Background: an optimization exercise with open tools, aiming at small area, a short achievable clock period and few clock cycles per item. Do not read the settings as production practice. No run shown here included a check of the RTL's function; only the layout flow was run.

==> flow/design.v, too long to show whole: its modules and the start of the top module <==
// module fpu_pipe_unit: 251 lines
// module fpu_booth_enc: 12 lines
// module fpu_mul_cs24: 1330 lines
module fpu_pipe_unit #(
    parameter int EXP_W = 8,
    parameter int MAN_W = 23,
    parameter int TAG_W = 4
) (
    input  logic                 clk,
    input  logic                 rst_n,
    input  logic                 in_valid,
    output logic                 in_ready,
    input  logic [1:0]           in_op,
    input  logic [EXP_W+MAN_W:0] in_a,
    input  logic [EXP_W+MAN_W:0] in_b,
    input  logic [TAG_W-1:0]     in_tag,
    output logic                 out_valid,
    input  logic                 out_ready,
    output logic [EXP_W+MAN_W:0] out_y,
    output logic [TAG_W-1:0]     out_tag,
    output logic [3:0]           out_flags,
    output logic [3:0]           sticky,
    input  logic                 sticky_clr
);
  // ...
==> flow/run.sh <==
#!/bin/bash
# synth_recipe.tcl (not shown) runs the flow's synth.tcl, then flattens the netlist and writes it again
# the make line also repeats each setting of config.mk as NAME=value (left out here)
make -C /OpenROAD-flow-scripts/flow DESIGN_CONFIG=/design/flow/config.mk WORK_HOME=/design/flow/orfs CLKGATE_MAP_FILE= SYNTH_SCRIPT=/design/flow/synth_recipe.tcl finish
==> flow/config.mk <==
export PLATFORM = sky130hd
export DESIGN_NAME = fpu_pipe_unit
export DESIGN_NICKNAME = fpu_pipe_unit
export VERILOG_FILES = /design/flow/design.v
export SDC_FILE = /design/flow/constraint.sdc
export NUM_CORES = 4
export LEC_CHECK = 0
export ABC_AREA = 1
export CAP_MARGIN = 20
export CORE_MARGIN = 2
export CORE_UTILIZATION = 40
export SETUP_SLACK_MARGIN = 5
export SLEW_MARGIN = 20
==> flow/constraint.sdc <==
create_clock -name core_clock -period 10.0 [get_ports {clk}]
set_input_delay 2.0000 -clock core_clock [delete_from_list [all_inputs] [get_ports {clk}]]
set_output_delay 2.0000 -clock core_clock [all_outputs]
set_load 0.01 [all_outputs]
==> summary.txt, run 1 <==
Outcome:
- The flow ran to the end and the layout has no timing, DRC or antenna violations.

Clock tree:
- The count of cells resized by post-cts repair is 41.
- Hold repair after CTS inserted 0 buffers.
- The clock transition time at the flip-flop clock pins of the worst setup and hold paths is roughly 0.050 ns.

Critical path:
- The largest delay contributor family on the critical path is adder cells.
- The end of the worst register-to-register path is r0_q[35]$_DFFE_PP_.
- For the worst setup path, the data required time is just over 10 ns.
- The capture point of the worst path is r0_q[35]$_DFFE_PP_.

Floorplan:
- In this run the standard cell core region covers 80200 um^2.

Layout:
- The antenna diode count is 0.
- The flip-flop count of the largest register after layout is 48.
- The net count of the finished layout is between 4000 and 5000.
- The largest registers in the layout are r0_q x48, r1_q x47.
- The top cell types in the final layout, fill and taps aside, are 705 x sky130_fd_sc_hd__nand2_1, 537 x sky130_fd_sc_hd__inv_1, 320 x sky130_fd_sc_hd__xor2_1.
- In the finished design the tool counted flip-flops and latches totalling 306.
- Once layout is done, the placed cells without fillers occupy around 36000 um^2.

Place:
- The congestion estimate from routability-driven global placement came to 0.982.
- The minimum setup slack after placement is 4.04 ns.
- The cell count after placement is 4925.

Global routing:
- For met1 alone, demand over resource in global routing was 33.4%.
- The via count of the first global-routing pass was 26800.
- Global routing used 5.24% of the available met3 tracks.

STA:
- The worst clock skew is approximately 0.06 ns.
- Measured against its own limit, the worst slew margin works out to 27.0%.
- The number of slew-limit violations in the final report is 0.

Synth:
- The number of instances in the synthesized netlist is 3910.
- The net count of the mapped netlist is 4395.

Drt:
- The uppermost layer routed is met5.
==> module fpu_pipe_unit, before the edit <==
module fpu_pipe_unit #(
    parameter int EXP_W = 8,
    parameter int MAN_W = 23,
    parameter int TAG_W = 4
) (
    input  logic                 clk,
    input  logic                 rst_n,
    input  logic                 in_valid,
    output logic                 in_ready,
    input  logic [1:0]           in_op,
    input  logic [EXP_W+MAN_W:0] in_a,
    input  logic [EXP_W+MAN_W:0] in_b,
    input  logic [TAG_W-1:0]     in_tag,
    output logic                 out_valid,
    input  logic                 out_ready,
    output logic [EXP_W+MAN_W:0] out_y,
    output logic [TAG_W-1:0]     out_tag,
    output logic [3:0]           out_flags,
    output logic [3:0]           sticky,
    input  logic                 sticky_clr
);
    localparam logic [1:0] K_ZERO = 2'd0;
    localparam logic [1:0] K_INF  = 2'd1;
    localparam logic [1:0] K_NAN  = 2'd2;
    localparam logic [1:0] K_NV   = 2'd3;
    logic adv;           
    logic hv_q;          
    assign adv      = !hv_q || out_ready;
    assign in_ready = adv;
    logic        v1_q;
    logic [3:0]  tag1_q;
    logic        mul1_q;
    logic [31:0] a1_q, b1_q;     
    logic [11:0] one1_q, two1_q, neg1_q;   
    logic [11:0] one_in, two_in, neg_in;
    fpu_booth_enc u_enc (.y({1'b1, in_b[22:0]}), .one(one_in), .two(two_in), .neg(neg_in));
    always_ff @(posedge clk or negedge rst_n) begin
        if (!rst_n)   v1_q <= 1'b0;
        else if (adv) v1_q <= in_valid;
    end
    always_ff @(posedge clk) begin
        if (adv) begin
            tag1_q <= in_tag;
            mul1_q <= (in_op == 2'd2);
            a1_q   <= in_a;
            b1_q   <= {in_b[31] ^ (in_op == 2'd1), in_b[30:0]};
            one1_q <= one_in;
            two1_q <= two_in;
            neg1_q <= neg_in;
        end
    end
    logic       sa, sb;
    logic [7:0] ea, eb;
    logic [22:0] ma, mb;
    logic       za, zb, ia, ib, na, nb, fa, fb;
    assign sa = a1_q[31];
    assign sb = b1_q[31];
    assign ea = a1_q[30:23];
    assign eb = b1_q[30:23];
    assign ma = a1_q[22:0];
    assign mb = b1_q[22:0];
    assign za = (ea == 8'd0);
    assign zb = (eb == 8'd0);
    assign fa = (ea == 8'hFF);
    assign fb = (eb == 8'hFF);
    assign ia = fa && (ma == 23'd0);
    assign ib = fb && (mb == 23'd0);
    assign na = fa && (ma != 23'd0);
    assign nb = fb && (mb != 23'd0);
    logic       sp2;
    logic [1:0] spk2;
    logic       sps2;
    always_comb begin
        sp2  = 1'b1;
        spk2 = K_NAN;
        sps2 = sa ^ sb;
        if (na || nb) begin
            spk2 = K_NAN;
        end else if (mul1_q) begin
            if ((ia && zb) || (za && ib)) spk2 = K_NV;
            else if (ia || ib)            spk2 = K_INF;
            else if (za || zb)            spk2 = K_ZERO;
            else                          sp2  = 1'b0;
        end else begin
            if (ia && ib && (sa != sb)) spk2 = K_NV;
            else if (ia) begin spk2 = K_INF; sps2 = sa; end
            else if (ib) begin spk2 = K_INF; sps2 = sb; end
            else sp2 = 1'b0;
        end
    end
    logic [47:0] ps, pc;
    fpu_mul_cs24 u_mul (.x({1'b1, ma}), .one(one1_q), .two(two1_q), .neg(neg1_q),
                        .y23(1'b1), .s(ps), .c(pc));
    logic [9:0] mexp;
    assign mexp = {2'b00, ea} + {2'b00, eb} - 10'd127;
    logic        a_ge;
    logic [7:0]  dab, dba, ediff, ebig;
    logic [23:0] sig_big, sig_sml;
    logic        sub2, sgn_add;
    assign a_ge    = (a1_q[30:0] >= b1_q[30:0]);
    assign dab     = ea - eb;
    assign dba     = eb - ea;
    assign ediff   = a_ge ? dab : dba;
    assign ebig    = a_ge ? ea : eb;
    assign sig_big = a_ge ? (za ? 24'd0 : {1'b1, ma}) : (zb ? 24'd0 : {1'b1, mb});
    assign sig_sml = a_ge ? (zb ? 24'd0 : {1'b1, mb}) : (za ? 24'd0 : {1'b1, ma});
    assign sub2    = sa ^ sb;
    assign sgn_add = a_ge ? sa : sb;
    logic [26:0] al0, al1, al2, al3, al4, al5, sml_al;
    logic        st1, st2, st3, st4, st5, big_sh;
    assign big_sh = (ediff[7:5] != 3'd0);
    assign al0 = {sig_sml, 3'b000};
    assign st1 = ediff[4] && (al0[15:0] != 16'd0);
    assign al1 = ediff[4] ? {16'd0, al0[26:16]} : al0;
    assign st2 = ediff[3] && (al1[7:0] != 8'd0);
    assign al2 = ediff[3] ? {8'd0, al1[26:8]} : al1;
    assign st3 = ediff[2] && (al2[3:0] != 4'd0);
    assign al3 = ediff[2] ? {4'd0, al2[26:4]} : al2;
    assign st4 = ediff[1] && (al3[1:0] != 2'd0);
    assign al4 = ediff[1] ? {2'd0, al3[26:2]} : al3;
    assign st5 = ediff[0] && al4[0];
    assign al5 = ediff[0] ? {1'd0, al4[26:1]} : al4;
    assign sml_al = big_sh ? {26'd0, (sig_sml != 24'd0)}
                           : {al5[26:1], al5[0] | st1 | st2 | st3 | st4 | st5};
    logic        v2_q;
    logic [3:0]  tag2_q;
    logic        mul2_q, sp2_q, sgn2_q;
    logic [1:0]  spk2_q;
    logic [9:0]  e2_q;
    logic [47:0] r0_q, r1_q;
    always_ff @(posedge clk or negedge rst_n) begin
        if (!rst_n)   v2_q <= 1'b0;
        else if (adv) v2_q <= v1_q;
    end
    always_ff @(posedge clk) begin
        if (adv) begin
            tag2_q <= tag1_q;
            mul2_q <= mul1_q;
            sp2_q  <= sp2;
            spk2_q <= spk2;
            if (mul1_q) begin
                sgn2_q <= sp2 ? sps2 : (sa ^ sb);
                e2_q   <= mexp;
                r0_q   <= ps;
                r1_q   <= pc;
            end else begin
                sgn2_q <= sp2 ? sps2 : sgn_add;
                e2_q   <= {2'b00, ebig};
                r0_q   <= {1'b0, sig_big, 3'b000, {20{sub2}}};
                r1_q   <= {sub2, sml_al ^ {27{sub2}}, 19'd0, sub2};
            end
        end
    end
    logic [47:0] sum;
    logic [27:0] z;
    logic [4:0]  lz;
    logic        zz;
    assign sum = r0_q + r1_q;
    assign z   = {sum[47:21], mul2_q ? (sum[20:0] != 21'd0) : sum[20]};
    assign zz  = (z[26:0] == 27'd0);
    always_comb begin
        lz = 5'd0;
        for (int i = 0; i < 27; i++) begin
            if (z[i]) lz = 5'(26 - i);
        end
    end
    logic        v3_q;
    logic [3:0]  tag3_q;
    logic        sp3_q, sgn3_q, zz3_q;
    logic [1:0]  spk3_q;
    logic [27:0] z3_q;
    logic [4:0]  lz3_q;
    logic [9:0]  e3_q;
    always_ff @(posedge clk or negedge rst_n) begin
        if (!rst_n)   v3_q <= 1'b0;
        else if (adv) v3_q <= v2_q;
    end
    always_ff @(posedge clk) begin
        if (adv) begin
            tag3_q <= tag2_q;
            sp3_q  <= sp2_q;
            spk3_q <= spk2_q;
            sgn3_q <= sgn2_q;
            zz3_q  <= !z[27] && zz;
            z3_q   <= z;
            lz3_q  <= lz;
            e3_q   <= e2_q;
        end
    end
    logic [26:0] nm;
    logic [9:0]  e4;
    logic        up, inx, cy, ovf, unf;
    logic [30:0] rnd;
    logic [31:0] y4;
    logic [3:0]  f4;
    assign e4  = z3_q[27] ? (e3_q + 10'd1) : (e3_q - {5'd0, lz3_q});
    assign nm  = z3_q[27] ? {z3_q[27:2], z3_q[1] | z3_q[0]} : (z3_q[26:0] << lz3_q);
    assign up  = nm[2] && (nm[1] || nm[0] || nm[3]);
    assign inx = nm[2] || nm[1] || nm[0];
    assign rnd = {e4[7:0], nm[25:3]} + {30'd0, up};
    assign cy  = up && (nm[25:3] == 23'h7FFFFF);
    assign ovf = (!e4[9] && (e4[8] || (e4[7:0] == 8'hFF)))
              || (e4 == 10'd254 && cy);
    assign unf = e4[9] || (e4 == 10'd0 && !cy);
    always_comb begin
        f4 = 4'b0000;
        if (sp3_q) begin
            case (spk3_q)
                K_ZERO:  y4 = {sgn3_q, 31'd0};
                K_INF:   y4 = {sgn3_q, 8'hFF, 23'd0};
                default: y4 = 32'hFFFFFFFF;
            endcase
            if (spk3_q == K_NV) f4 = 4'b1000;
        end else if (zz3_q) begin
            y4 = 32'd0;
        end else if (ovf) begin
            y4 = {sgn3_q, 8'hFF, 23'd0};
            f4 = 4'b0101;
        end else if (unf) begin
            y4 = {sgn3_q, 31'd0};
            f4 = 4'b0011;
        end else begin
            y4 = {sgn3_q, rnd};
            f4 = {3'b000, inx};
        end
    end
    logic [31:0] hy_q;
    logic [3:0]  ht_q, hf_q;
    logic [3:0]  sticky_q;
    always_ff @(posedge clk or negedge rst_n) begin
        if (!rst_n)   hv_q <= 1'b0;
        else if (adv) hv_q <= v3_q;
    end
    always_ff @(posedge clk) begin
        if (adv) begin
            hy_q <= y4;
            ht_q <= tag3_q;
            hf_q <= f4;
        end
    end
    always_ff @(posedge clk or negedge rst_n) begin
        if (!rst_n)          sticky_q <= 4'd0;
        else if (sticky_clr) sticky_q <= 4'd0;
        else if (hv_q && out_ready)        sticky_q <= sticky_q | hf_q;
    end
    assign out_valid = hv_q;
    assign out_y     = hy_q;
    assign out_tag   = ht_q;
    assign out_flags = hf_q;
    assign sticky    = sticky_q;
endmodule
==> inputs of run 2 (changes only) <==
--- a/flow/design.v
+++ b/flow/design.v
@@ -19,39 +19,34 @@
     output logic [3:0]           sticky,
     input  logic                 sticky_clr
 );
     localparam logic [1:0] K_ZERO = 2'd0;
     localparam logic [1:0] K_INF  = 2'd1;
     localparam logic [1:0] K_NAN  = 2'd2;
     localparam logic [1:0] K_NV   = 2'd3;
     logic adv;           
-    logic hv_q;          
-    assign adv      = !hv_q || out_ready;
-    assign in_ready = adv;
+    logic sv_q;          
+    logic rdy_q;         
+    assign adv      = !sv_q;
+    assign in_ready = rdy_q;
     logic        v1_q;
     logic [3:0]  tag1_q;
     logic        mul1_q;
     logic [31:0] a1_q, b1_q;     
-    logic [11:0] one1_q, two1_q, neg1_q;   
-    logic [11:0] one_in, two_in, neg_in;
-    fpu_booth_enc u_enc (.y({1'b1, in_b[22:0]}), .one(one_in), .two(two_in), .neg(neg_in));
     always_ff @(posedge clk or negedge rst_n) begin
         if (!rst_n)   v1_q <= 1'b0;
         else if (adv) v1_q <= in_valid;
     end
     always_ff @(posedge clk) begin
         if (adv) begin
             tag1_q <= in_tag;
             mul1_q <= (in_op == 2'd2);
             a1_q   <= in_a;
             b1_q   <= {in_b[31] ^ (in_op == 2'd1), in_b[30:0]};
-            one1_q <= one_in;
-            two1_q <= two_in;
-            neg1_q <= neg_in;
         end
     end
     logic       sa, sb;
     logic [7:0] ea, eb;
     logic [22:0] ma, mb;
     logic       za, zb, ia, ib, na, nb, fa, fb;
     assign sa = a1_q[31];
     assign sb = b1_q[31];
@@ -84,18 +79,17 @@
         end else begin
             if (ia && ib && (sa != sb)) spk2 = K_NV;
             else if (ia) begin spk2 = K_INF; sps2 = sa; end
             else if (ib) begin spk2 = K_INF; sps2 = sb; end
             else sp2 = 1'b0;
         end
     end
     logic [47:0] ps, pc;
-    fpu_mul_cs24 u_mul (.x({1'b1, ma}), .one(one1_q), .two(two1_q), .neg(neg1_q),
-                        .y23(1'b1), .s(ps), .c(pc));
+    fpu_mul_cs24 u_mul (.x({1'b1, ma}), .y({1'b1, mb}), .s(ps), .c(pc));
     logic [9:0] mexp;
     assign mexp = {2'b00, ea} + {2'b00, eb} - 10'd127;
     logic        a_ge;
     logic [7:0]  dab, dba, ediff, ebig;
     logic [23:0] sig_big, sig_sml;
     logic        sub2, sgn_add;
     assign a_ge    = (a1_q[30:0] >= b1_q[30:0]);
     assign dab     = ea - eb;
@@ -150,25 +144,27 @@
                 r1_q   <= {sub2, sml_al ^ {27{sub2}}, 19'd0, sub2};
             end
         end
     end
     logic [47:0] sum;
     logic [27:0] z;
     logic [4:0]  lz;
     logic        zz;
+    logic [9:0]  e3;
     assign sum = r0_q + r1_q;
     assign z   = {sum[47:21], mul2_q ? (sum[20:0] != 21'd0) : sum[20]};
     assign zz  = (z[26:0] == 27'd0);
     always_comb begin
         lz = 5'd0;
         for (int i = 0; i < 27; i++) begin
             if (z[i]) lz = 5'(26 - i);
         end
     end
+    assign e3 = z[27] ? (e2_q + 10'd1) : (e2_q - {5'd0, lz});
     logic        v3_q;
     logic [3:0]  tag3_q;
     logic        sp3_q, sgn3_q, zz3_q;
     logic [1:0]  spk3_q;
     logic [27:0] z3_q;
     logic [4:0]  lz3_q;
     logic [9:0]  e3_q;
     always_ff @(posedge clk or negedge rst_n) begin
@@ -179,34 +175,32 @@
         if (adv) begin
             tag3_q <= tag2_q;
             sp3_q  <= sp2_q;
             spk3_q <= spk2_q;
             sgn3_q <= sgn2_q;
             zz3_q  <= !z[27] && zz;
             z3_q   <= z;
             lz3_q  <= lz;
-            e3_q   <= e2_q;
+            e3_q   <= e3;
         end
     end
     logic [26:0] nm;
-    logic [9:0]  e4;
     logic        up, inx, cy, ovf, unf;
     logic [30:0] rnd;
     logic [31:0] y4;
     logic [3:0]  f4;
-    assign e4  = z3_q[27] ? (e3_q + 10'd1) : (e3_q - {5'd0, lz3_q});
     assign nm  = z3_q[27] ? {z3_q[27:2], z3_q[1] | z3_q[0]} : (z3_q[26:0] << lz3_q);
     assign up  = nm[2] && (nm[1] || nm[0] || nm[3]);
     assign inx = nm[2] || nm[1] || nm[0];
-    assign rnd = {e4[7:0], nm[25:3]} + {30'd0, up};
+    assign rnd = {e3_q[7:0], nm[25:3]} + {30'd0, up};
     assign cy  = up && (nm[25:3] == 23'h7FFFFF);
-    assign ovf = (!e4[9] && (e4[8] || (e4[7:0] == 8'hFF)))
-              || (e4 == 10'd254 && cy);
-    assign unf = e4[9] || (e4 == 10'd0 && !cy);
+    assign ovf = (!e3_q[9] && (e3_q[8] || (e3_q[7:0] == 8'hFF)))
+              || (e3_q == 10'd254 && cy);
+    assign unf = e3_q[9] || (e3_q == 10'd0 && !cy);
     always_comb begin
         f4 = 4'b0000;
         if (sp3_q) begin
             case (spk3_q)
                 K_ZERO:  y4 = {sgn3_q, 31'd0};
                 K_INF:   y4 = {sgn3_q, 8'hFF, 23'd0};
                 default: y4 = 32'hFFFFFFFF;
             endcase
@@ -219,57 +213,67 @@
         end else if (unf) begin
             y4 = {sgn3_q, 31'd0};
             f4 = 4'b0011;
         end else begin
             y4 = {sgn3_q, rnd};
             f4 = {3'b000, inx};
         end
     end
-    logic [31:0] hy_q;
-    logic [3:0]  ht_q, hf_q;
+    logic        hv_q;
+    logic [31:0] hy_q, sy_q;
+    logic [3:0]  ht_q, hf_q, st_q, sf_q;
     logic [3:0]  sticky_q;
+    logic        enq, deq, hload;
+    assign enq   = adv && v3_q;
+    assign deq   = hv_q && out_ready;
+    assign hload = !hv_q || out_ready;
     always_ff @(posedge clk or negedge rst_n) begin
-        if (!rst_n)   hv_q <= 1'b0;
-        else if (adv) hv_q <= v3_q;
+        if (!rst_n) begin
+            hv_q  <= 1'b0;
+            sv_q  <= 1'b0;
+            rdy_q <= 1'b1;
+        end else if (hload) begin
+            hv_q  <= sv_q || enq;
+            sv_q  <= 1'b0;
+            rdy_q <= 1'b1;
+        end else if (enq) begin
+            sv_q  <= 1'b1;
+            rdy_q <= 1'b0;
+        end
     end
     always_ff @(posedge clk) begin
-        if (adv) begin
-            hy_q <= y4;
-            ht_q <= tag3_q;
-            hf_q <= f4;
+        if (hload) begin
+            hy_q <= sv_q ? sy_q : y4;
+            ht_q <= sv_q ? st_q : tag3_q;
+            hf_q <= sv_q ? sf_q : f4;
+        end
+        if (!sv_q) begin
+            sy_q <= y4;
+            st_q <= tag3_q;
+            sf_q <= f4;
         end
     end
     always_ff @(posedge clk or negedge rst_n) begin
         if (!rst_n)          sticky_q <= 4'd0;
         else if (sticky_clr) sticky_q <= 4'd0;
-        else if (hv_q && out_ready)        sticky_q <= sticky_q | hf_q;
+        else if (deq)        sticky_q <= sticky_q | hf_q;
     end
     assign out_valid = hv_q;
     assign out_y     = hy_q;
     assign out_tag   = ht_q;
     assign out_flags = hf_q;
     assign sticky    = sticky_q;
 endmodule
-module fpu_booth_enc (input wire [23:0] y, output wire [11:0] one,
-    output wire [11:0] two, output wire [11:0] neg);
-    genvar i;
-    generate
-        for (i = 0; i < 12; i = i + 1) begin : g
-            wire lo = (i == 0) ? 1'b0 : y[2*i-1];
-            assign one[i] = y[2*i] ^ lo;
-            assign two[i] = (y[2*i+1] & ~y[2*i] & ~lo) | (~y[2*i+1] & y[2*i] & lo);
-            assign neg[i] = y[2*i+1];
-        end
-    endgenerate
-endmodule
-module fpu_mul_cs24 (input wire [23:0] x, input wire [11:0] one,
-    input wire [11:0] two, input wire [11:0] neg, input wire y23,
+module fpu_mul_cs24 (input wire [23:0] x, input wire [23:0] y,
     output wire [47:0] s, output wire [47:0] c);
-    wire one0 = one[0], two0 = two[0], neg0 = neg[0];
+    wire one0, two0, neg0;
+    assign one0 = y[0] ^ 1'b0;
+    assign two0 = (y[1] & ~y[0] & ~1'b0) | (~y[1] & y[0] & 1'b0);
+    assign neg0 = y[1];
     wire p0_0 = ((one0 & x[0]) | (two0 & 1'b0)) ^ neg0;
     wire p0_1 = ((one0 & x[1]) | (two0 & x[0])) ^ neg0;
     wire p0_2 = ((one0 & x[2]) | (two0 & x[1])) ^ neg0;
     wire p0_3 = ((one0 & x[3]) | (two0 & x[2])) ^ neg0;
     wire p0_4 = ((one0 & x[4]) | (two0 & x[3])) ^ neg0;
     wire p0_5 = ((one0 & x[5]) | (two0 & x[4])) ^ neg0;
     wire p0_6 = ((one0 & x[6]) | (two0 & x[5])) ^ neg0;
     wire p0_7 = ((one0 & x[7]) | (two0 & x[6])) ^ neg0;
@@ -285,17 +289,20 @@
     wire p0_17 = ((one0 & x[17]) | (two0 & x[16])) ^ neg0;
     wire p0_18 = ((one0 & x[18]) | (two0 & x[17])) ^ neg0;
     wire p0_19 = ((one0 & x[19]) | (two0 & x[18])) ^ neg0;
     wire p0_20 = ((one0 & x[20]) | (two0 & x[19])) ^ neg0;
     wire p0_21 = ((one0 & x[21]) | (two0 & x[20])) ^ neg0;
     wire p0_22 = ((one0 & x[22]) | (two0 & x[21])) ^ neg0;
     wire p0_23 = ((one0 & x[23]) | (two0 & x[22])) ^ neg0;
     wire p0_24 = ((one0 & 1'b0) | (two0 & x[23])) ^ neg0;
-    wire one1 = one[1], two1 = two[1], neg1 = neg[1];
+    wire one1, two1, neg1;
+    assign one1 = y[2] ^ y[1];
+    assign two1 = (y[3] & ~y[2] & ~y[1]) | (~y[3] & y[2] & y[1]);
+    assign neg1 = y[3];
     wire p1_0 = ((one1 & x[0]) | (two1 & 1'b0)) ^ neg1;
     wire p1_1 = ((one1 & x[1]) | (two1 & x[0])) ^ neg1;
     wire p1_2 = ((one1 & x[2]) | (two1 & x[1])) ^ neg1;
     wire p1_3 = ((one1 & x[3]) | (two1 & x[2])) ^ neg1;
     wire p1_4 = ((one1 & x[4]) | (two1 & x[3])) ^ neg1;
     wire p1_5 = ((one1 & x[5]) | (two1 & x[4])) ^ neg1;
     wire p1_6 = ((one1 & x[6]) | (two1 & x[5])) ^ neg1;
     wire p1_7 = ((one1 & x[7]) | (two1 & x[6])) ^ neg1;
@@ -311,17 +318,20 @@
     wire p1_17 = ((one1 & x[17]) | (two1 & x[16])) ^ neg1;
     wire p1_18 = ((one1 & x[18]) | (two1 & x[17])) ^ neg1;
     wire p1_19 = ((one1 & x[19]) | (two1 & x[18])) ^ neg1;
     wire p1_20 = ((one1 & x[20]) | (two1 & x[19])) ^ neg1;
     wire p1_21 = ((one1 & x[21]) | (two1 & x[20])) ^ neg1;
     wire p1_22 = ((one1 & x[22]) | (two1 & x[21])) ^ neg1;
     wire p1_23 = ((one1 & x[23]) | (two1 & x[22])) ^ neg1;
     wire p1_24 = ((one1 & 1'b0) | (two1 & x[23])) ^ neg1;
-    wire one2 = one[2], two2 = two[2], neg2 = neg[2];
+    wire one2, two2, neg2;
+    assign one2 = y[4] ^ y[3];
+    assign two2 = (y[5] & ~y[4] & ~y[3]) | (~y[5] & y[4] & y[3]);
+    assign neg2 = y[5];
     wire p2_0 = ((one2 & x[0]) | (two2 & 1'b0)) ^ neg2;
     wire p2_1 = ((one2 & x[1]) | (two2 & x[0])) ^ neg2;
     wire p2_2 = ((one2 & x[2]) | (two2 & x[1])) ^ neg2;
     wire p2_3 = ((one2 & x[3]) | (two2 & x[2])) ^ neg2;
     wire p2_4 = ((one2 & x[4]) | (two2 & x[3])) ^ neg2;
     wire p2_5 = ((one2 & x[5]) | (two2 & x[4])) ^ neg2;
     wire p2_6 = ((one2 & x[6]) | (two2 & x[5])) ^ neg2;
     wire p2_7 = ((one2 & x[7]) | (two2 & x[6])) ^ neg2;
@@ -337,17 +347,20 @@
     wire p2_17 = ((one2 & x[17]) | (two2 & x[16])) ^ neg2;
     wire p2_18 = ((one2 & x[18]) | (two2 & x[17])) ^ neg2;
     wire p2_19 = ((one2 & x[19]) | (two2 & x[18])) ^ neg2;
     wire p2_20 = ((one2 & x[20]) | (two2 & x[19])) ^ neg2;
     wire p2_21 = ((one2 & x[21]) | (two2 & x[20])) ^ neg2;
     wire p2_22 = ((one2 & x[22]) | (two2 & x[21])) ^ neg2;
     wire p2_23 = ((one2 & x[23]) | (two2 & x[22])) ^ neg2;
     wire p2_24 = ((one2 & 1'b0) | (two2 & x[23])) ^ neg2;
-    wire one3 = one[3], two3 = two[3], neg3 = neg[3];
+    wire one3, two3, neg3;
+    assign one3 = y[6] ^ y[5];
+    assign two3 = (y[7] & ~y[6] & ~y[5]) | (~y[7] & y[6] & y[5]);
+    assign neg3 = y[7];
     wire p3_0 = ((one3 & x[0]) | (two3 & 1'b0)) ^ neg3;
     wire p3_1 = ((one3 & x[1]) | (two3 & x[0])) ^ neg3;
     wire p3_2 = ((one3 & x[2]) | (two3 & x[1])) ^ neg3;
     wire p3_3 = ((one3 & x[3]) | (two3 & x[2])) ^ neg3;
     wire p3_4 = ((one3 & x[4]) | (two3 & x[3])) ^ neg3;
     wire p3_5 = ((one3 & x[5]) | (two3 & x[4])) ^ neg3;
     wire p3_6 = ((one3 & x[6]) | (two3 & x[5])) ^ neg3;
     wire p3_7 = ((one3 & x[7]) | (two3 & x[6])) ^ neg3;
@@ -363,17 +376,20 @@
     wire p3_17 = ((one3 & x[17]) | (two3 & x[16])) ^ neg3;
     wire p3_18 = ((one3 & x[18]) | (two3 & x[17])) ^ neg3;
     wire p3_19 = ((one3 & x[19]) | (two3 & x[18])) ^ neg3;
     wire p3_20 = ((one3 & x[20]) | (two3 & x[19])) ^ neg3;
     wire p3_21 = ((one3 & x[21]) | (two3 & x[20])) ^ neg3;
     wire p3_22 = ((one3 & x[22]) | (two3 & x[21])) ^ neg3;
     wire p3_23 = ((one3 & x[23]) | (two3 & x[22])) ^ neg3;
     wire p3_24 = ((one3 & 1'b0) | (two3 & x[23])) ^ neg3;
-    wire one4 = one[4], two4 = two[4], neg4 = neg[4];
+    wire one4, two4, neg4;
+    assign one4 = y[8] ^ y[7];
+    assign two4 = (y[9] & ~y[8] & ~y[7]) | (~y[9] & y[8] & y[7]);
+    assign neg4 = y[9];
     wire p4_0 = ((one4 & x[0]) | (two4 & 1'b0)) ^ neg4;
     wire p4_1 = ((one4 & x[1]) | (two4 & x[0])) ^ neg4;
     wire p4_2 = ((one4 & x[2]) | (two4 & x[1])) ^ neg4;
     wire p4_3 = ((one4 & x[3]) | (two4 & x[2])) ^ neg4;
     wire p4_4 = ((one4 & x[4]) | (two4 & x[3])) ^ neg4;
     wire p4_5 = ((one4 & x[5]) | (two4 & x[4])) ^ neg4;
     wire p4_6 = ((one4 & x[6]) | (two4 & x[5])) ^ neg4;
     wire p4_7 = ((one4 & x[7]) | (two4 & x[6])) ^ neg4;
@@ -389,17 +405,20 @@
     wire p4_17 = ((one4 & x[17]) | (two4 & x[16])) ^ neg4;
     wire p4_18 = ((one4 & x[18]) | (two4 & x[17])) ^ neg4;
     wire p4_19 = ((one4 & x[19]) | (two4 & x[18])) ^ neg4;
     wire p4_20 = ((one4 & x[20]) | (two4 & x[19])) ^ neg4;
     wire p4_21 = ((one4 & x[21]) | (two4 & x[20])) ^ neg4;
     wire p4_22 = ((one4 & x[22]) | (two4 & x[21])) ^ neg4;
     wire p4_23 = ((one4 & x[23]) | (two4 & x[22])) ^ neg4;
     wire p4_24 = ((one4 & 1'b0) | (two4 & x[23])) ^ neg4;
-    wire one5 = one[5], two5 = two[5], neg5 = neg[5];
+    wire one5, two5, neg5;
+    assign one5 = y[10] ^ y[9];
+    assign two5 = (y[11] & ~y[10] & ~y[9]) | (~y[11] & y[10] & y[9]);
+    assign neg5 = y[11];
     wire p5_0 = ((one5 & x[0]) | (two5 & 1'b0)) ^ neg5;
     wire p5_1 = ((one5 & x[1]) | (two5 & x[0])) ^ neg5;
     wire p5_2 = ((one5 & x[2]) | (two5 & x[1])) ^ neg5;
     wire p5_3 = ((one5 & x[3]) | (two5 & x[2])) ^ neg5;
     wire p5_4 = ((one5 & x[4]) | (two5 & x[3])) ^ neg5;
     wire p5_5 = ((one5 & x[5]) | (two5 & x[4])) ^ neg5;
     wire p5_6 = ((one5 & x[6]) | (two5 & x[5])) ^ neg5;
     wire p5_7 = ((one5 & x[7]) | (two5 & x[6])) ^ neg5;
@@ -415,17 +434,20 @@
     wire p5_17 = ((one5 & x[17]) | (two5 & x[16])) ^ neg5;
     wire p5_18 = ((one5 & x[18]) | (two5 & x[17])) ^ neg5;
     wire p5_19 = ((one5 & x[19]) | (two5 & x[18])) ^ neg5;
     wire p5_20 = ((one5 & x[20]) | (two5 & x[19])) ^ neg5;
     wire p5_21 = ((one5 & x[21]) | (two5 & x[20])) ^ neg5;
     wire p5_22 = ((one5 & x[22]) | (two5 & x[21])) ^ neg5;
     wire p5_23 = ((one5 & x[23]) | (two5 & x[22])) ^ neg5;
     wire p5_24 = ((one5 & 1'b0) | (two5 & x[23])) ^ neg5;
-    wire one6 = one[6], two6 = two[6], neg6 = neg[6];
+    wire one6, two6, neg6;
+    assign one6 = y[12] ^ y[11];
+    assign two6 = (y[13] & ~y[12] & ~y[11]) | (~y[13] & y[12] & y[11]);
+    assign neg6 = y[13];
     wire p6_0 = ((one6 & x[0]) | (two6 & 1'b0)) ^ neg6;
     wire p6_1 = ((one6 & x[1]) | (two6 & x[0])) ^ neg6;
     wire p6_2 = ((one6 & x[2]) | (two6 & x[1])) ^ neg6;
     wire p6_3 = ((one6 & x[3]) | (two6 & x[2])) ^ neg6;
     wire p6_4 = ((one6 & x[4]) | (two6 & x[3])) ^ neg6;
     wire p6_5 = ((one6 & x[5]) | (two6 & x[4])) ^ neg6;
     wire p6_6 = ((one6 & x[6]) | (two6 & x[5])) ^ neg6;
     wire p6_7 = ((one6 & x[7]) | (two6 & x[6])) ^ neg6;
@@ -441,17 +463,20 @@
     wire p6_17 = ((one6 & x[17]) | (two6 & x[16])) ^ neg6;
     wire p6_18 = ((one6 & x[18]) | (two6 & x[17])) ^ neg6;
     wire p6_19 = ((one6 & x[19]) | (two6 & x[18])) ^ neg6;
     wire p6_20 = ((one6 & x[20]) | (two6 & x[19])) ^ neg6;
     wire p6_21 = ((one6 & x[21]) | (two6 & x[20])) ^ neg6;
     wire p6_22 = ((one6 & x[22]) | (two6 & x[21])) ^ neg6;
     wire p6_23 = ((one6 & x[23]) | (two6 & x[22])) ^ neg6;
     wire p6_24 = ((one6 & 1'b0) | (two6 & x[23])) ^ neg6;
-    wire one7 = one[7], two7 = two[7], neg7 = neg[7];
+    wire one7, two7, neg7;
+    assign one7 = y[14] ^ y[13];
+    assign two7 = (y[15] & ~y[14] & ~y[13]) | (~y[15] & y[14] & y[13]);
+    assign neg7 = y[15];
     wire p7_0 = ((one7 & x[0]) | (two7 & 1'b0)) ^ neg7;
     wire p7_1 = ((one7 & x[1]) | (two7 & x[0])) ^ neg7;
     wire p7_2 = ((one7 & x[2]) | (two7 & x[1])) ^ neg7;
     wire p7_3 = ((one7 & x[3]) | (two7 & x[2])) ^ neg7;
     wire p7_4 = ((one7 & x[4]) | (two7 & x[3])) ^ neg7;
     wire p7_5 = ((one7 & x[5]) | (two7 & x[4])) ^ neg7;
     wire p7_6 = ((one7 & x[6]) | (two7 & x[5])) ^ neg7;
     wire p7_7 = ((one7 & x[7]) | (two7 & x[6])) ^ neg7;
@@ -467,17 +492,20 @@
     wire p7_17 = ((one7 & x[17]) | (two7 & x[16])) ^ neg7;
     wire p7_18 = ((one7 & x[18]) | (two7 & x[17])) ^ neg7;
     wire p7_19 = ((one7 & x[19]) | (two7 & x[18])) ^ neg7;
     wire p7_20 = ((one7 & x[20]) | (two7 & x[19])) ^ neg7;
     wire p7_21 = ((one7 & x[21]) | (two7 & x[20])) ^ neg7;
     wire p7_22 = ((one7 & x[22]) | (two7 & x[21])) ^ neg7;
     wire p7_23 = ((one7 & x[23]) | (two7 & x[22])) ^ neg7;
     wire p7_24 = ((one7 & 1'b0) | (two7 & x[23])) ^ neg7;
-    wire one8 = one[8], two8 = two[8], neg8 = neg[8];
+    wire one8, two8, neg8;
+    assign one8 = y[16] ^ y[15];
+    assign two8 = (y[17] & ~y[16] & ~y[15]) | (~y[17] & y[16] & y[15]);
+    assign neg8 = y[17];
     wire p8_0 = ((one8 & x[0]) | (two8 & 1'b0)) ^ neg8;
     wire p8_1 = ((one8 & x[1]) | (two8 & x[0])) ^ neg8;
     wire p8_2 = ((one8 & x[2]) | (two8 & x[1])) ^ neg8;
     wire p8_3 = ((one8 & x[3]) | (two8 & x[2])) ^ neg8;
     wire p8_4 = ((one8 & x[4]) | (two8 & x[3])) ^ neg8;
     wire p8_5 = ((one8 & x[5]) | (two8 & x[4])) ^ neg8;
     wire p8_6 = ((one8 & x[6]) | (two8 & x[5])) ^ neg8;
     wire p8_7 = ((one8 & x[7]) | (two8 & x[6])) ^ neg8;
@@ -493,17 +521,20 @@
     wire p8_17 = ((one8 & x[17]) | (two8 & x[16])) ^ neg8;
     wire p8_18 = ((one8 & x[18]) | (two8 & x[17])) ^ neg8;
     wire p8_19 = ((one8 & x[19]) | (two8 & x[18])) ^ neg8;
     wire p8_20 = ((one8 & x[20]) | (two8 & x[19])) ^ neg8;
     wire p8_21 = ((one8 & x[21]) | (two8 & x[20])) ^ neg8;
     wire p8_22 = ((one8 & x[22]) | (two8 & x[21])) ^ neg8;
     wire p8_23 = ((one8 & x[23]) | (two8 & x[22])) ^ neg8;
     wire p8_24 = ((one8 & 1'b0) | (two8 & x[23])) ^ neg8;
-    wire one9 = one[9], two9 = two[9], neg9 = neg[9];
+    wire one9, two9, neg9;
+    assign one9 = y[18] ^ y[17];
+    assign two9 = (y[19] & ~y[18] & ~y[17]) | (~y[19] & y[18] & y[17]);
+    assign neg9 = y[19];
     wire p9_0 = ((one9 & x[0]) | (two9 & 1'b0)) ^ neg9;
     wire p9_1 = ((one9 & x[1]) | (two9 & x[0])) ^ neg9;
     wire p9_2 = ((one9 & x[2]) | (two9 & x[1])) ^ neg9;
     wire p9_3 = ((one9 & x[3]) | (two9 & x[2])) ^ neg9;
     wire p9_4 = ((one9 & x[4]) | (two9 & x[3])) ^ neg9;
     wire p9_5 = ((one9 & x[5]) | (two9 & x[4])) ^ neg9;
     wire p9_6 = ((one9 & x[6]) | (two9 & x[5])) ^ neg9;
     wire p9_7 = ((one9 & x[7]) | (two9 & x[6])) ^ neg9;
@@ -519,17 +550,20 @@
     wire p9_17 = ((one9 & x[17]) | (two9 & x[16])) ^ neg9;
     wire p9_18 = ((one9 & x[18]) | (two9 & x[17])) ^ neg9;
     wire p9_19 = ((one9 & x[19]) | (two9 & x[18])) ^ neg9;
     wire p9_20 = ((one9 & x[20]) | (two9 & x[19])) ^ neg9;
     wire p9_21 = ((one9 & x[21]) | (two9 & x[20])) ^ neg9;
     wire p9_22 = ((one9 & x[22]) | (two9 & x[21])) ^ neg9;
     wire p9_23 = ((one9 & x[23]) | (two9 & x[22])) ^ neg9;
     wire p9_24 = ((one9 & 1'b0) | (two9 & x[23])) ^ neg9;
-    wire one10 = one[10], two10 = two[10], neg10 = neg[10];
+    wire one10, two10, neg10;
+    assign one10 = y[20] ^ y[19];
+    assign two10 = (y[21] & ~y[20] & ~y[19]) | (~y[21] & y[20] & y[19]);
+    assign neg10 = y[21];
     wire p10_0 = ((one10 & x[0]) | (two10 & 1'b0)) ^ neg10;
     wire p10_1 = ((one10 & x[1]) | (two10 & x[0])) ^ neg10;
     wire p10_2 = ((one10 & x[2]) | (two10 & x[1])) ^ neg10;
     wire p10_3 = ((one10 & x[3]) | (two10 & x[2])) ^ neg10;
     wire p10_4 = ((one10 & x[4]) | (two10 & x[3])) ^ neg10;
     wire p10_5 = ((one10 & x[5]) | (two10 & x[4])) ^ neg10;
     wire p10_6 = ((one10 & x[6]) | (two10 & x[5])) ^ neg10;
     wire p10_7 = ((one10 & x[7]) | (two10 & x[6])) ^ neg10;
@@ -545,17 +579,20 @@
     wire p10_17 = ((one10 & x[17]) | (two10 & x[16])) ^ neg10;
     wire p10_18 = ((one10 & x[18]) | (two10 & x[17])) ^ neg10;
     wire p10_19 = ((one10 & x[19]) | (two10 & x[18])) ^ neg10;
     wire p10_20 = ((one10 & x[20]) | (two10 & x[19])) ^ neg10;
     wire p10_21 = ((one10 & x[21]) | (two10 & x[20])) ^ neg10;
     wire p10_22 = ((one10 & x[22]) | (two10 & x[21])) ^ neg10;
     wire p10_23 = ((one10 & x[23]) | (two10 & x[22])) ^ neg10;
     wire p10_24 = ((one10 & 1'b0) | (two10 & x[23])) ^ neg10;
-    wire one11 = one[11], two11 = two[11], neg11 = neg[11];
+    wire one11, two11, neg11;
+    assign one11 = y[22] ^ y[21];
+    assign two11 = (y[23] & ~y[22] & ~y[21]) | (~y[23] & y[22] & y[21]);
+    assign neg11 = y[23];
     wire p11_0 = ((one11 & x[0]) | (two11 & 1'b0)) ^ neg11;
     wire p11_1 = ((one11 & x[1]) | (two11 & x[0])) ^ neg11;
     wire p11_2 = ((one11 & x[2]) | (two11 & x[1])) ^ neg11;
     wire p11_3 = ((one11 & x[3]) | (two11 & x[2])) ^ neg11;
     wire p11_4 = ((one11 & x[4]) | (two11 & x[3])) ^ neg11;
     wire p11_5 = ((one11 & x[5]) | (two11 & x[4])) ^ neg11;
     wire p11_6 = ((one11 & x[6]) | (two11 & x[5])) ^ neg11;
     wire p11_7 = ((one11 & x[7]) | (two11 & x[6])) ^ neg11;
@@ -571,40 +608,40 @@
     wire p11_17 = ((one11 & x[17]) | (two11 & x[16])) ^ neg11;
     wire p11_18 = ((one11 & x[18]) | (two11 & x[17])) ^ neg11;
     wire p11_19 = ((one11 & x[19]) | (two11 & x[18])) ^ neg11;
     wire p11_20 = ((one11 & x[20]) | (two11 & x[19])) ^ neg11;
     wire p11_21 = ((one11 & x[21]) | (two11 & x[20])) ^ neg11;
     wire p11_22 = ((one11 & x[22]) | (two11 & x[21])) ^ neg11;
     wire p11_23 = ((one11 & x[23]) | (two11 & x[22])) ^ neg11;
     wire p11_24 = ((one11 & 1'b0) | (two11 & x[23])) ^ neg11;
-    wire p12_0 = x[0] & y23;
-    wire p12_1 = x[1] & y23;
-    wire p12_2 = x[2] & y23;
-    wire p12_3 = x[3] & y23;
-    wire p12_4 = x[4] & y23;
-    wire p12_5 = x[5] & y23;
-    wire p12_6 = x[6] & y23;
-    wire p12_7 = x[7] & y23;
-    wire p12_8 = x[8] & y23;
-    wire p12_9 = x[9] & y23;
-    wire p12_10 = x[10] & y23;
-    wire p12_11 = x[11] & y23;
-    wire p12_12 = x[12] & y23;
-    wire p12_13 = x[13] & y23;
-    wire p12_14 = x[14] & y23;
-    wire p12_15 = x[15] & y23;
-    wire p12_16 = x[16] & y23;
-    wire p12_17 = x[17] & y23;
-    wire p12_18 = x[18] & y23;
-    wire p12_19 = x[19] & y23;
-    wire p12_20 = x[20] & y23;
-    wire p12_21 = x[21] & y23;
-    wire p12_22 = x[22] & y23;
-    wire p12_23 = x[23] & y23;
+    wire p12_0 = x[0] & y[23];
+    wire p12_1 = x[1] & y[23];
+    wire p12_2 = x[2] & y[23];
+    wire p12_3 = x[3] & y[23];
+    wire p12_4 = x[4] & y[23];
+    wire p12_5 = x[5] & y[23];
+    wire p12_6 = x[6] & y[23];
+    wire p12_7 = x[7] & y[23];
+    wire p12_8 = x[8] & y[23];
+    wire p12_9 = x[9] & y[23];
+    wire p12_10 = x[10] & y[23];
+    wire p12_11 = x[11] & y[23];
+    wire p12_12 = x[12] & y[23];
+    wire p12_13 = x[13] & y[23];
+    wire p12_14 = x[14] & y[23];
+    wire p12_15 = x[15] & y[23];
+    wire p12_16 = x[16] & y[23];
+    wire p12_17 = x[17] & y[23];
+    wire p12_18 = x[18] & y[23];
+    wire p12_19 = x[19] & y[23];
+    wire p12_20 = x[20] & y[23];
+    wire p12_21 = x[21] & y[23];
+    wire p12_22 = x[22] & y[23];
+    wire p12_23 = x[23] & y[23];
     wire hs1, hc1;
     assign hs1 = ~neg0 ^ p1_23;
     assign hc1 = ~neg0 & p1_23;
     wire hs2, hc2;
     assign hs2 = p1_24 ^ p2_22;
     assign hc2 = p1_24 & p2_22;
     wire hs3, hc3;
     assign hs3 = p0_16 ^ p1_14;
==> summary.txt, run 2 <==
Synth:
- The number of synthesized flops with an enable pin is 275 (was 298).
- The complex-gate fraction of the synthesized area is 15.1% (was 13.6%).
- The share of synthesized area occupied by flip-flops and latches is 28.4% (was 28.3%).
- The post-synth design cell area is 32800 um^2 (was 32300 um^2).
- The fraction of the mapped netlist area in adder cells is 21.3% (was 21.7%).
- Commonest cells in the synthesized netlist: 731 x sky130_fd_sc_hd__nand2_1, 526 x sky130_fd_sc_hd__inv_1, 305 x sky130_fd_sc_hd__xor2_1, 280 x sky130_fd_sc_hd__o22ai_1, 275 x sky130_fd_sc_hd__edfxtp_1 (was 708 x sky130_fd_sc_hd__nand2_1, 560 x sky130_fd_sc_hd__inv_1, 321 x sky130_fd_sc_hd__xor2_1, 298 x sky130_fd_sc_hd__edfxtp_1, 271 x sky130_fd_sc_hd__o22ai_1).
- The simple-gate portion of the synthesized area came to 16.8% (was 17.0%).
- The number of warnings reported in the yosys synthesis log was 1 (unchanged).
- The post-synthesis cell type with the largest combined area was sky130_fd_sc_hd__edfxtp_1 (unchanged).
- The mean area per synthesized cell came to 8.28 um^2 (was 8.26 um^2).
- The number of distinct library cell variants in the gate-level netlist after synthesis is 85 (was 68).
- The number of instances in the synthesized netlist is 3962 (was 3910).
- The share of flip-flops with an asynchronous set or reset after synthesis is 3.08% (was 2.61%).
- The multiplexer area fraction after synthesis is 0.274% (was 0.477%).
- The net count of the mapped netlist is 4446 (was 4395).
- The most frequent cell after synthesis is sky130_fd_sc_hd__nand2_1 (unchanged).
- The number of register bits inferred by synthesis came to 325 (was 306).
- The combinational family with the most area after synthesis is adder cells (unchanged).
- Biggest area contributors in the synthesized netlist: sky130_fd_sc_hd__edfxtp_1 25%, sky130_fd_sc_hd__fa_1 15%, sky130_fd_sc_hd__nand2_1 8.4% (was sky130_fd_sc_hd__edfxtp_1 28%, sky130_fd_sc_hd__fa_1 16%, sky130_fd_sc_hd__xor2_1 8.7%).
- The most frequently used flop master after synthesis is sky130_fd_sc_hd__edfxtp_1 (unchanged).
- The share of the synthesized netlist area taken by xor and xnor gates is 8.69% (was 9.25%).
- The fraction of post-synthesis cell area in the top cell type by area is 25.2% (was 27.7%).

Layout:
- The net total in the final layout is 4603 (was 4460).
- The count of fill cells added during filler insertion came to 7868 (was 8021).
- The flip-flop count of the largest register after layout is 48 (unchanged).
- The share of final-layout standard cells stronger than drive strength 1 is 13.7% (was 7.77%).
- The final instance area is 39000 um^2 (was 36300 um^2).
- The register with the most flip-flops is r0_q (unchanged).
- The flip-flop and latch area is 9310 um^2 (was 9150 um^2).
- Registers with the highest flip-flop counts: r0_q x48, r1_q x47 (unchanged).
- The antenna diode count is 0 (unchanged).
- The multi-input logic area is 21500 um^2 (was 20100 um^2).
- Commonest non-fill, non-tap cells in the layout: 675 x sky130_fd_sc_hd__nand2_1, 512 x sky130_fd_sc_hd__inv_1, 299 x sky130_fd_sc_hd__xor2_1 (was 705 x sky130_fd_sc_hd__nand2_1, 537 x sky130_fd_sc_hd__inv_1, 320 x sky130_fd_sc_hd__xor2_1).
- The area overhead of the layout relative to synthesis is 18.8% (was 12.6%).
- The commonest non-fill, non-tap cell in the layout is sky130_fd_sc_hd__nand2_1 (unchanged).

Drt:
- The remaining antenna violation count after routing came to 0 (unchanged).
- The detail-routed net length per standard cell is 21.6 um (was 21.2 um).
- The number of vias per cell came to 5.64 (was 5.59).
- The length of the first detailed-routing pass in iterations is 5 (was 7).
- The post-route DRC violation count came to 0 (unchanged).
- The count of routing violations after the opening detailed-route iteration is 3111 (was 2948).
- The total wirelength of the detailed-routed design was 113 mm (was 107 mm).
- The via count is 29400 (was 28300).

Place:
- The minimum setup slack after placement came to 3.43 ns (was 4.04 ns).
- The global placement routability congestion is 0.980 (was 0.982).
- The placed standard-cell area is 34900 um^2 (was 34400 um^2).
- The detailed-placement wirelength estimate is 77.8 mm (was 76.2 mm).
- The count of buffers inserted at the top-level ports is 120 (unchanged).

Global routing:
- The aggregate global-route resource usage is 25.7% (was 25.1%).
- The wire length of the first global-routing pass is 169 mm (was 160 mm).
- The number of antenna violations at the first check in global routing is 1 (was 5).
- The via count of the first global-routing pass is 28200 (was 26800).
- The largest net degree at the start of global routing was 133 (was 169).
- The total grt overflow is 0 (unchanged).

Clock tree:
- The TritonCTS clock tree is done (unchanged).
- The number of levels in the clock H-tree came to 2 (unchanged).
- The total clock buffers created by CTS was 41 (was 38).
- The deepest clock path buffer count came to 3 (unchanged).
- The insertion delay to the later sink of the worst-skew pair is 0.64 ns (was 0.61 ns).
- The clock transition time at the flip-flop clock pins of the worst setup and hold paths is 0.06 ns (was 0.05 ns).
- The cell chosen for the clock root was sky130_fd_sc_hd__clkbuf_16 (unchanged).
- The clock sink count is 325 (was 306).

Floorplan:
- The top-level port count was 121 (unchanged).
- The area of the die is 84400 um^2 (was 83000 um^2).
- The width of the die was 290 um (was 288 um).
- The vertical die dimension was 290 um (was 288 um).
- The number of core rows is 105 (was 104).
- The initial core utilization is 40.2% (was 40.3%).
- The placeable core region came to 81700 um^2 (was 80200 um^2).

STA:
- The final sum of negative setup slack was 0 ns (unchanged).
- The worst clock skew is 0.0648 ns (was 0.0594 ns).
- The worst-margin pin slew is 0.940 ns (was 1.10 ns).
- The worst setup margin was 4.54 ns (was 4.98 ns).
- The post-route minimum period was 5.46 ns (was 5.02 ns).
- The count of final setup violators is 0 (unchanged).
- The portion of the clock cycle consumed by the worst path in the final layout was 54.6% (was 50.2%).
- The number of slew-limit violations in the final report came to 0 (unchanged).
- The final count of hold timing violations was 0 (unchanged).
- Setup repair after global routing missed its margin: yes (was no).
- The max-slew headroom at the worst pin is 37.3% (was 27.0%).
- The achievable clock frequency came to 0.183 GHz (was 0.199 GHz).

Critical path:
- The number of buffer and inverter stages on the critical path is 8 (was 2).
- The peak fanout along the critical path is 4 (was 11).
- The most common cell type on the critical path is sky130_fd_sc_hd__nand2_1 (was sky130_fd_sc_hd__fa_1).
- The endpoint class of the critical path is a register (unchanged).
- The slowest stage cell on the critical path was sky130_fd_sc_hd__edfxtp_1 (was sky130_fd_sc_hd__clkinvlp_2).
- The data required time at the worst endpoint came to 10.36 ns (was 10.29 ns).
- The largest stage delay on the critical path is 0.42 ns (was 0.78 ns).
- The type of the worst setup path is register to register (unchanged).
- The startpoint class of the critical path is a register (unchanged).
- The largest delay contributor family on the critical path is simple AND/OR/NAND/NOR gates (was adder cells).
- The arrival time reported for the critical path endpoint was 5.82 ns (was 5.31 ns).

Min path:
- The worst min-delay path class is register to register (unchanged).

Outcome:
- Run status: complete, no violations (unchanged).

Flow run:
- The count of maximum capacitance violations came to 0 (unchanged).
==> run 2: changes by cell type after synthesis, sizes merged, moves of 22 or more <==
cell | previous run | this run
o21ai | 185 | 215
dfxtp | 0 | 40
buf | 65 | 95
nand2 | 714 | 744
nor2 | 242 | 269
clkbuf | 148 | 126
inv | 585 | 544
nand3 | 213 | 183
edfxtp | 298 | 275
==> run 2: kinds of logic (layout without fill, tap and decap cells) <==
group	after synthesis	count (layout)
muxes	9	9
adders and majority gates	409	409
xor gates and xnor gates	324	324
and+or+nand+nor	1297	1305
DFF	325	325
AOI/OAI and AO/OA	807	807
buffers and inverters	791	973
==> run 2: worst paths after layout <==
path	start	to	slack (ns)	depth (start not counted)
max	r0_q[16]$_DFFE_PN_	e3_q[9]$_DFFE_PN_	4.54	41
min	sgn2_q$_DFFE_PN_	sgn3_q$_DFFE_PN_	0.42	0
max reg2reg	r0_q[16]$_DFFE_PN_	e3_q[9]$_DFFE_PN_	4.54	41
min reg2reg	sgn2_q$_DFFE_PN_	sgn3_q$_DFFE_PN_	0.42	0
max in group asynchronous	rst_n	rdy_q$_DFFE_PN1P_	7.94	1
min in group asynchronous	rst_n	sticky_q[2]$_DFFE_PN0P_	1.71	1
==> run 2: area by class of cell <==
class                      count  area share (%)
multi-input combinational   2854            55.2
sequential                   325            23.9
clock inverter                28           0.998
inverter                     570            5.82
clock buffer                  48            2.86
timing repair inverter         6           0.103
timing repair buffer         321            7.75
tap                         1070            3.43
==> run 2: timing repair <==
action,4_1_cts,5_1_grt
hold buffers,0,0
setup buffers,65,64
pin swaps,47,51
endpoints found under the setup margin,71,73
gates cloned,7,12
gates resized for setup,192,141
==> run 2: through the flow <==
step           hold WS, ns  std cells  util [%]
5_1_grt              0.424       5222      47.7
6_report             0.418       5222      47.7
3_3_place_gp         0.401       4998      42.7
3_5_place_dp         0.405       4998      42.7
4_1_cts              0.419       5146      46.3
2_1_floorplan        0.400       3962         -
==> run 2: metal layers <==
metal	track usage (%)	routed length, um	up-vias
met5	0	12	-
li1	-	-	13500
met3	4.89	9820	336
met2	41.4	51400	1454
met4	11.3	5960	2
met1	33.6	45700	14100

[port drivers added, routing unchanged]
The flow's constraints put no driver on any port. The routed layouts listed below were extracted and timed again, unchanged, in two steps.
Step 1, drivers: a clkbuf_16 drives clk and a buf_2 each remaining input, both assumed.
Step 2 adds t to the input delays and takes it off the output delays; t is the mean of the earliest and latest rising clock arrival at the registers after step 1. Input paths then give back, and output paths get back, about the clock's delay inside the block.
a / b / c = ideal / step 1 / step 2; a / b = the first two.
run | t (ns) | setup WS [ns] | worst hold slack (ns) | worst setup path after step 2 | worst slew at a driven data input, ns
run 1 | 0.637 | 4.980 / 4.980 / 4.980 | 0.415 / 0.415 / 0.415 | register to register | 0.08
run 2 | 0.676 | 4.537 / 4.537 / 4.537 | 0.418 / 0.418 / 0.418 | register to register | 0.07
After both steps setup and hold are still met in every run listed.
